This is an optimization exercise on Yosys and OpenROAD, whose aim is small area, a short achievable clock period and few clock cycles per item, not a production implementation.
Only simulation tests tie the RTL to the original design; equivalence was not proved.

## build 68
## aes_core
module aes_core (
    input  logic                            clk,
    input  logic                            rst,
    input  logic                            start,
    input  logic [aes_pkg::block_width-1:0] plaintext,
    input  logic [aes_pkg::block_width-1:0] key,
    output logic [aes_pkg::block_width-1:0] ciphertext,
    output logic                            valid
);
    logic                           load;
    logic                           step;
    logic                           last_round;
    logic [aes_pkg::byte_width-1:0] rcon;
    aes_pkg::aes_state_t            round_key;
    aes_pkg::aes_state_t            next_key;
    aes_ctrl i_aes_ctrl (
        .clk        (clk),
        .rst        (rst),
        .start      (start),
        .last_round (last_round),
        .load       (load),
        .step       (step),
        .valid      (valid)
    );
    aes_round_counter i_aes_round_counter (
  ...
Size in the first run: roughly 4700 cells after synthesis, about 40000 um^2 of cells after synthesis.
==> flow/config.mk <==
export PLATFORM = sky130hd
export DESIGN_NAME = aes_core
export DESIGN_NICKNAME = aes_core
export VERILOG_FILES = /design/flow/design.v
export SDC_FILE = /design/flow/constraint.sdc
export NUM_CORES = 8
export LEC_CHECK = 0
export ABC_AREA = 1
export CAP_MARGIN = 20
export CORE_MARGIN = 2
export CORE_UTILIZATION = 45
export SETUP_SLACK_MARGIN = 1.25
export SLEW_MARGIN = 20
==> flow/constraint.sdc <==
create_clock -name core_clock -period 7.0 [get_ports {clk}]
set_input_delay 1.4000 -clock core_clock [delete_from_list [all_inputs] [get_ports {clk}]]
set_output_delay 1.4000 -clock core_clock [all_outputs]
set_load 0.01 [all_outputs]
standard.sh (not shown) runs the stock make flow with config.mk's settings and CLKGATE_MAP_FILE= SYNTH_SCRIPT=/design/flow/synth_recipe.tcl, a recipe that flattens the netlist after the stock synthesis.
==> flow/flow/run.sh <==
#!/bin/bash
# Standard ORFS layout with these changes:
#  - synthesis maps the logic with its own ABC script
#    (flow/abc_area.script: delay-oriented mapping with some area
#    recovery), which suits this XOR-heavy design far better than
#    the stock scripts;
#  - synthesis skips the half/full-adder extraction, which would
#    freeze XOR/AND pairs of the S-boxes into slow adder cells;
#  - every port still gets its own buffer, but the smallest one.
# The registers and their names are those of the standard synthesis.
# make's output goes to make_finish.log; each ORFS step writes its
# own full log under orfs/logs/.
set -euo pipefail
WORK=$(pwd)
rm -rf "$WORK/scripts_mod"
cp -r "$FLOW_HOME/scripts" "$WORK/scripts_mod"
cp "$WORK/flow/abc_area.script" "$WORK/scripts_mod/abc_area.script"
bash "$WORK/standard.sh" SCRIPTS_DIR="$WORK/scripts_mod" ABC_AREA=1 ADDER_MAP_FILE= \
    BUFFER_PORTS_ARGS="-buffer_cell sky130_fd_sc_hd__buf_1" \
    finish > "$WORK/make_finish.log" 2>&1
==> flow/flow/abc_area.script <==
strash
dc2
&get -n
&dch
&nf -p -R 50 -F 8 -A 4
&put
topo
stime -c
buffer -c
upsize -c
dnsize -c
Testbench counts of build 68, summed over its fixed seeds: cycles 10,560, blocks 960.
Setup changes, build 68 to build 51
- SETUP_SLACK_MARGIN: 1.25 -> 1.5
- CORE_UTILIZATION: 45 -> 60
--- a/flow/flow/run.sh
+++ b/flow/flow/run.sh
@@ -2,13 +2,10 @@
 # Standard ORFS layout with these changes:
 #  - synthesis maps the logic with its own ABC script
-#    (flow/abc_area.script: delay-oriented mapping with some area
-#    recovery), which suits this XOR-heavy design far better than
-#    the stock scripts;
+#    (flow/abc_area.script), (delay-oriented mapping with area recovery), which suits this
+#    XOR-heavy design far better than the stock scripts;
 #  - synthesis skips the half/full-adder extraction, which would
 #    freeze XOR/AND pairs of the S-boxes into slow adder cells;
 #  - every port still gets its own buffer, but the smallest one.
 # The registers and their names are those of the standard synthesis.
-# make's output goes to make_finish.log; each ORFS step writes its
-# own full log under orfs/logs/.
 set -euo pipefail
 WORK=$(pwd)
==> flow/flow/abc_area.script <==
strash
dc2
&get -n
&dch
&nf -p -R 10
&put
topo
stime -c
buffer -c
upsize -c
dnsize -c
[summary]
Pre-CTS setup slack in build 51 is 0.25 ns above build 68.
On worst hold slack, build 51 does worse than build 68.
On build 51: wire length is about 4% higher than what build 68 gave.
On total number of nets in the final design, the lower figure sits with build 68, not build 51.
## Diff of input files: build 89 against build 51
- swapping 1.5 for 0.2 in SETUP_SLACK_MARGIN
- swapping 60 for 55 in CORE_UTILIZATION
--- a/flow/flow/run.sh
+++ b/flow/flow/run.sh
@@ -1,7 +1,7 @@
 #!/bin/bash
 # Standard ORFS layout with these changes:
-#  - synthesis maps the logic with its own ABC script
-#    (flow/abc_area.script), (delay-oriented mapping with area recovery), which suits this
-#    XOR-heavy design far better than the stock scripts;
+#  - synthesis maps the logic with an area-oriented ABC script
+#    (flow/abc_area.script), which suits this XOR-heavy design far
+#    better than the stock scripts;
 #  - synthesis skips the half/full-adder extraction, which would
 #    freeze XOR/AND pairs of the S-boxes into slow adder cells;
==> flow/flow/abc_area.script <==
strash
dc2
dch
amap
topo
stime -c
buffer -c
upsize -c
dnsize -c
## What came out
- Changes observed in build 89 relative to build 51: post-route minimum period increased 1.15 ns; final hold slack essentially unchanged.
- Compared with build 51, build 89 shows a higher endpoint arrival time on the critical path.
- Changes observed in build 89 relative to build 51: simple-gate share of the synthesized area increased by 9.5 points relative to the old numbers; measured slew at the worst slew-check pin increased by 0.25 ns relative to the old numbers.
- Most common cell after layout, fill and taps aside = sky130_fd_sc_hd__nor2_1: build 89; most common cell after layout, fill and taps aside = sky130_fd_sc_hd__xnor2_1: build 51
[inputs] build 3 vs build 89
- changing SETUP_SLACK_MARGIN from 0.2 to 1.0
- changing CORE_UTILIZATION from 55 to 45
--- a/flow/flow/run.sh
+++ b/flow/flow/run.sh
@@ -1,11 +1,14 @@
 #!/bin/bash
 # Standard ORFS layout with these changes:
-#  - synthesis maps the logic with an area-oriented ABC script
-#    (flow/abc_area.script), which suits this XOR-heavy design far
-#    better than the stock scripts;
+#  - synthesis maps the logic with its own ABC script
+#    (flow/abc_area.script: delay-oriented mapping with some area
+#    recovery), which suits this XOR-heavy design far better than
+#    the stock scripts;
 #  - synthesis skips the half/full-adder extraction, which would
 #    freeze XOR/AND pairs of the S-boxes into slow adder cells;
 #  - every port still gets its own buffer, but the smallest one.
 # The registers and their names are those of the standard synthesis.
+# make's output goes to make_finish.log; each ORFS step writes its
+# own full log under orfs/logs/.
 set -euo pipefail
 WORK=$(pwd)
==> flow/flow/abc_area.script <==
strash
dc2
&get -n
&dch
&nf -p -R 50
&put
topo
stime -c
buffer -c
upsize -c
dnsize -c
[summary]
STATUS detailed-route wire length: build 3 wins against build 89
Per the comparison of build 3 with build 89, initial antenna violation count lost 5; clock skew dropped 0.021 ns; sequential portion of the cell area has remained practically unchanged; total die area went up by 24%; utilization went down by 13 points.
In the reports for build 89 and build 3, the smaller synthesis-to-finish area growth belongs to build 3.
Count of inverters other than clock inverters in the layout, build 89 and build 3: lower on build 3
Per the comparison of build 3 with build 89, setup slack shows an increase of 0.83 ns; number of clock buffer instances in the layout dropped about 1.6%.


== run 1 ==
Another version of the RTL of aes_core (not shown whole).
Size: roughly 4,700 cells after synthesis, ~390 I/O pins, roughly 40,000 µm² of cells after synthesis.
Settings: LEC_CHECK=0, ABC_AREA=1, CAP_MARGIN=20, CORE_MARGIN=2, CORE_UTILIZATION=45, SETUP_SLACK_MARGIN=1.0, SLEW_MARGIN=20; clock period 7.0 ns.
==> flow/flow/run.sh <==
#!/bin/bash
# Standard ORFS layout with these changes:
#  - synthesis maps the logic with its own ABC script
#    (flow/abc_area.script: delay-oriented mapping with some area
#    recovery), which suits this XOR-heavy design far better than
#    the stock scripts;
#  - synthesis skips the half/full-adder extraction, which would
#    freeze XOR/AND pairs of the S-boxes into slow adder cells;
#  - every port still gets its own buffer, but the smallest one.
# The registers and their names are those of the standard synthesis.
# make's output goes to make_finish.log; each ORFS step writes its
# own full log under orfs/logs/.
set -euo pipefail
WORK=$(pwd)
rm -rf "$WORK/scripts_mod"
cp -r "$FLOW_HOME/scripts" "$WORK/scripts_mod"
cp "$WORK/flow/abc_area.script" "$WORK/scripts_mod/abc_area.script"
bash "$WORK/standard.sh" SCRIPTS_DIR="$WORK/scripts_mod" ABC_AREA=1 ADDER_MAP_FILE= \
    BUFFER_PORTS_ARGS="-buffer_cell sky130_fd_sc_hd__buf_1" \
    finish > "$WORK/make_finish.log" 2>&1
==> flow/flow/abc_area.script <==
strash
dc2
&get -n
&dch
&nf -p -R 50
&put
topo
stime -c
buffer -c
upsize -c
dnsize -c
Run 1 completed; timing, DRC and antenna clean
Testbench counts of run 1, summed over its fixed seeds: cycles 9,600, blocks 960.
--- input diff run 1..run 2 ---
Settings: swapping 1.0 for 1.4 in SETUP_SLACK_MARGIN.
Notes after the runs:
The flow did not stop early for run 2: all stages ran, and the layout cleared the timing, DRC and antenna checks.
The higher final clock period utilization by the worst path came out of run 1.
Changes observed in run 2 relative to run 1: share of final layout cell area taken by non-clock buffers now larger, number of resized instances in the post-cts repair step went up by 45, least setup slack across all paths after layout picked up an extra 0.32 ns, register-to-register slack increased 0.30 ns.
Of run 2 and run 1, the run reporting the higher number of setup buffers added after CTS was run 2.
Here is what was changed in the inputs of run 3 compared with run 2.
Settings: swapping 1.4 for 1.25 in SETUP_SLACK_MARGIN.
Findings:
- Against run 2, the final cell area of run 3 is lower.
- Diff run 2..run 3 | number of antenna diodes | unchanged
- Compare run 2 and run 3 | time the final worst path needs with I/O delays and setup lower: run 2
- From run 2 to run 3 the numbers moved as follows: met1 track demand over resource lost 0.18 points, number of buffers inserted for hold repair after clock tree synthesis neither gained nor lost much, arrival time at the worst endpoint picked up an extra 0.17 ns, via-per-instance ratio neither gained nor lost much, post-cts resize count lost 30.
- From run 2 to run 3 the numbers moved as follows: hold slack level, worst setup slack moved down.
- Run 2 reports its beginning of the critical path as key[15] while run 3 reports key[13].


Another version of the RTL of aes_core (not shown whole).
Size: roughly 390 flip-flops, about 390 I/O pins, about 0.040 mm² of cells after synthesis.
==> flow/config.mk <==
export PLATFORM = sky130hd
export DESIGN_NAME = aes_core
export DESIGN_NICKNAME = aes_core
export VERILOG_FILES = /design/flow/design.v
export SDC_FILE = /design/flow/constraint.sdc
export NUM_CORES = 8
export LEC_CHECK = 0
export ABC_AREA = 1
export CAP_MARGIN = 20
export CORE_MARGIN = 2
export CORE_UTILIZATION = 45
export CTS_BUF_LIST = sky130_fd_sc_hd__clkbuf_8 sky130_fd_sc_hd__clkbuf_16
export SETUP_SLACK_MARGIN = 1.4
export SLEW_MARGIN = 20
==> flow/constraint.sdc <==
create_clock -name core_clock -period 7.0 [get_ports {clk}]
set_input_delay 1.4000 -clock core_clock [delete_from_list [all_inputs] [get_ports {clk}]]
set_output_delay 1.4000 -clock core_clock [all_outputs]
set_load 0.01 [all_outputs]
Scripts as last shown in full above: flow/flow/run.sh, flow/flow/abc_area.script
The baseline finished clean.
Testbench counts at the start, summed over its fixed seeds: cycles 9,600, blocks 960.
Then changed:
CTS_BUF_LIST = default   (was sky130_fd_sc_hd__clkbuf_8 sky130_fd_sc_hd__clkbuf_16)
Outcome:
- The new run finished with timing, DRC and antenna clean
- count of clock-buffer cells in the layout rises by 5
- register-to-register slack hardly moves
- die area does not change
- worst setup slack barely changes
Then changed:
CORE_UTILIZATION = 40   (was 45)
Count of clock-buffer cells in the layout is higher by 9; via count is lower by 0.50%; setup slack loses 0.028 ns; area after synthesis stays the same.
Then changed:
==> flow/flow/abc_area.script (replaced) <==
strash
dc2
&get -n
&dch
&nf -p -R 20
&put
topo
stime -c
buffer -c
upsize -c
dnsize -c
CORE_UTILIZATION = 45   (was 40)
Worst setup slack loses 0.11 ns; routed wire length fell by 0.80%; clock-buffer cell count drops by 12; first-iteration DRC count shrinks by 13%; clock skew hardly moves; die area goes down by 9.8%; cell area climbs by 1.9%.


aes_core with an RTL version that a note above also has.
Size in the first run: about 4,700 cells after synthesis, ~0.043 sq mm of cells after synthesis.
==> flow/design.v (excerpt) <==
module aes_core (
    input  logic                            clk,
    input  logic                            rst,
    input  logic                            start,
    input  logic [aes_pkg::block_width-1:0] plaintext,
    input  logic [aes_pkg::block_width-1:0] key,
    output logic [aes_pkg::block_width-1:0] ciphertext,
    output logic                            valid
);
Settings: LEC_CHECK=0, ABC_AREA=1, CAP_MARGIN=20, CORE_MARGIN=2, CORE_UTILIZATION=45, SETUP_SLACK_MARGIN=1.5, SLEW_MARGIN=20; clock period 7.0 ns.
==> flow/flow/run.sh <==
#!/bin/bash
# Standard ORFS layout with these changes:
#  - synthesis maps the logic with its own ABC script
#    (flow/abc_area.script), (delay-oriented mapping with area recovery), which suits this
#    XOR-heavy design far better than the stock scripts;
#  - synthesis skips the half/full-adder extraction, which would
#    freeze XOR/AND pairs of the S-boxes into slow adder cells;
#  - every port still gets its own buffer, but the smallest one.
# The registers and their names are those of the standard synthesis.
set -euo pipefail
WORK=$(pwd)
rm -rf "$WORK/scripts_mod"
cp -r "$FLOW_HOME/scripts" "$WORK/scripts_mod"
cp "$WORK/flow/abc_area.script" "$WORK/scripts_mod/abc_area.script"
bash "$WORK/standard.sh" SCRIPTS_DIR="$WORK/scripts_mod" ABC_AREA=1 ADDER_MAP_FILE= \
    BUFFER_PORTS_ARGS="-buffer_cell sky130_fd_sc_hd__buf_1" \
    finish > "$WORK/make_finish.log" 2>&1
==> flow/flow/abc_area.script <==
strash
dc2
&get -n
&dch
&nf -p -R 10
&put
topo
stime -c
buffer -c
upsize -c
dnsize -c
Testbench counts at the start, summed over its fixed seeds: cycles 10,560, blocks 960.
Rerun with:
--- a/flow/flow/run.sh
+++ b/flow/flow/run.sh
@@ -2,10 +2,13 @@
 # Standard ORFS layout with these changes:
 #  - synthesis maps the logic with its own ABC script
-#    (flow/abc_area.script), (delay-oriented mapping with area recovery), which suits this
-#    XOR-heavy design far better than the stock scripts;
+#    (flow/abc_area.script: delay-oriented mapping with some area
+#    recovery), which suits this XOR-heavy design far better than
+#    the stock scripts;
 #  - synthesis skips the half/full-adder extraction, which would
 #    freeze XOR/AND pairs of the S-boxes into slow adder cells;
 #  - every port still gets its own buffer, but the smallest one.
 # The registers and their names are those of the standard synthesis.
+# make's output goes to make_finish.log; each ORFS step writes its
+# own full log under orfs/logs/.
 set -euo pipefail
 WORK=$(pwd)
==> flow/flow/abc_area.script (replaced) <==
strash
dc2
&get -n
&dch
&nf -p -R 50
&put
topo
stime -c
buffer -c
upsize -c
dnsize -c
--- a/flow/config.mk
+++ b/flow/config.mk
@@ -10,4 +10,5 @@
 export CORE_MARGIN = 2
 export CORE_UTILIZATION = 45
-export SETUP_SLACK_MARGIN = 1.5
+export CTS_CLUSTER_SIZE = 30
+export SETUP_SLACK_MARGIN = 1.25
 export SLEW_MARGIN = 20
Effect:
- die area went down by a few percent
- non-clock buffer count decreases by 96
- cell count shrinks slightly
- register-to-register slack is worse by 0.08 ns
Rerun with:
--- a/flow/config.mk
+++ b/flow/config.mk
@@ -10,5 +10,4 @@
 export CORE_MARGIN = 2
 export CORE_UTILIZATION = 45
-export CTS_CLUSTER_SIZE = 30
-export SETUP_SLACK_MARGIN = 1.25
+export SETUP_SLACK_MARGIN = 1.5
 export SLEW_MARGIN = 20
Effect: Global-route usage increases by 0.10 points. Synthesized cell count is unchanged. Wire length goes up slightly. Die area does not change. Clock skew stays flat. Via count increases slightly. Cell count grows slightly. Hold slack barely changes. Setup slack improves by 0.15 ns. Maximum frequency is higher by a few percent.
Rerun with:
--- a/flow/config.mk
+++ b/flow/config.mk
@@ -9,5 +9,5 @@
 export CAP_MARGIN = 20
 export CORE_MARGIN = 2
-export CORE_UTILIZATION = 45
-export SETUP_SLACK_MARGIN = 1.5
+export CORE_UTILIZATION = 35
+export SETUP_SLACK_MARGIN = 1.25
 export SLEW_MARGIN = 20
Synthesized area stays the same.
Worst setup slack is worse by 0.27 ns.
Clock-buffer cell count drops by 9.
Core utilization decreases by 14 points.
Flip-flop and latch count is unchanged.
Clock skew rises by 0.019 ns.
Register-to-register slack loses 0.27 ns.
Rerun with:
--- a/flow/config.mk
+++ b/flow/config.mk
@@ -9,5 +9,5 @@
 export CAP_MARGIN = 20
 export CORE_MARGIN = 2
-export CORE_UTILIZATION = 35
+export CORE_UTILIZATION = 55
 export SETUP_SLACK_MARGIN = 1.25
 export SLEW_MARGIN = 20
=>
- clock-buffer cell count climbs by 16
- critical path depth drops by 2
- worst hold slack gains 0.0073 ns
- fmax went down slightly
- register-to-register slack is worse by 0.02 ns
- wire length fell by a little under a tenth
- global-route usage rises by 11 points
- die area is lower by a quarter to a third
- synthesized area stays the same

## static timing again, ports no longer ideal
The results above use ideal ports. As a check the final layouts listed here were re-extracted and re-timed, cells and wires unchanged.
Step 1, drivers: a clkbuf_16 drives clk and a buf_2 each remaining input, both assumed.
Step 2 adds t to the input delays and takes it off the output delays; t is the mean of the earliest and latest rising clock arrival at the registers after step 1. Input paths then give back, and output paths get back, about the clock's delay inside the block.
Three values: no drivers, after step 1, after step 2; two values: the first two.
run	t, ns	setup slack, ns	worst setup path after step 2	latest minus earliest clock arrival (ns)	slew at the worst register clock pin (ns)
build 68	0.701	1.448 / 1.448 / 1.448	register to register	0.041 / 0.040	0.07 / 0.07
build 51	0.676	1.570 / 1.570 / 1.570	register to register	0.023 / 0.024	0.07 / 0.07
build 89	0.675	0.421 / 0.421 / 0.421	register to register	0.042 / 0.042	0.08 / 0.08
build 3	0.683	1.253 / 1.253 / 1.253	register to register	0.023 / 0.023	0.07 / 0.07
run 1	0.676	1.201 / 1.250 / 0.574	input to register	0.031 / 0.032	0.07 / 0.07
run 2	0.676	1.523 / 1.556 / 0.884	input to register	0.030 / 0.031	0.07 / 0.07
run 3	0.678	1.357 / 1.404 / 0.725	input to register	0.033 / 0.033	0.07 / 0.07
the first run of note 3	0.716	1.579 / 1.579 / 0.954	input to register	0.032 / 0.032	0.07 / 0.07
the second run of note 3	0.716	1.578 / 1.578 / 0.957	input to register	0.036 / 0.035	0.07 / 0.07
the third run of note 3	0.701	1.551 / 1.551 / 0.930	input to register	0.035 / 0.035	0.07 / 0.07
the fourth run of note 3	0.675	1.439 / 1.439 / 0.880	input to register	0.037 / 0.036	0.07 / 0.07
the first run of note 4	0.693	1.585 / 1.585 / 1.585	register to register	0.031 / 0.031	0.07 / 0.07
the second run of note 4	0.684	1.501 / 1.501 / 1.501	register to register	0.022 / 0.022	0.07 / 0.07
the third run of note 4	0.685	1.653 / 1.653 / 1.653	register to register	0.027 / 0.027	0.07 / 0.07
the fourth run of note 4	0.726	1.382 / 1.382 / 1.382	register to register	0.041 / 0.041	0.07 / 0.07
the fifth run of note 4	0.665	1.359 / 1.359 / 1.359	register to register	0.025 / 0.025	0.07 / 0.07
After both steps every run listed still meets setup and hold. The setup slack of run 2, which loses most, moves by +0.033 ns with the drivers and by -0.639 ns with both steps.
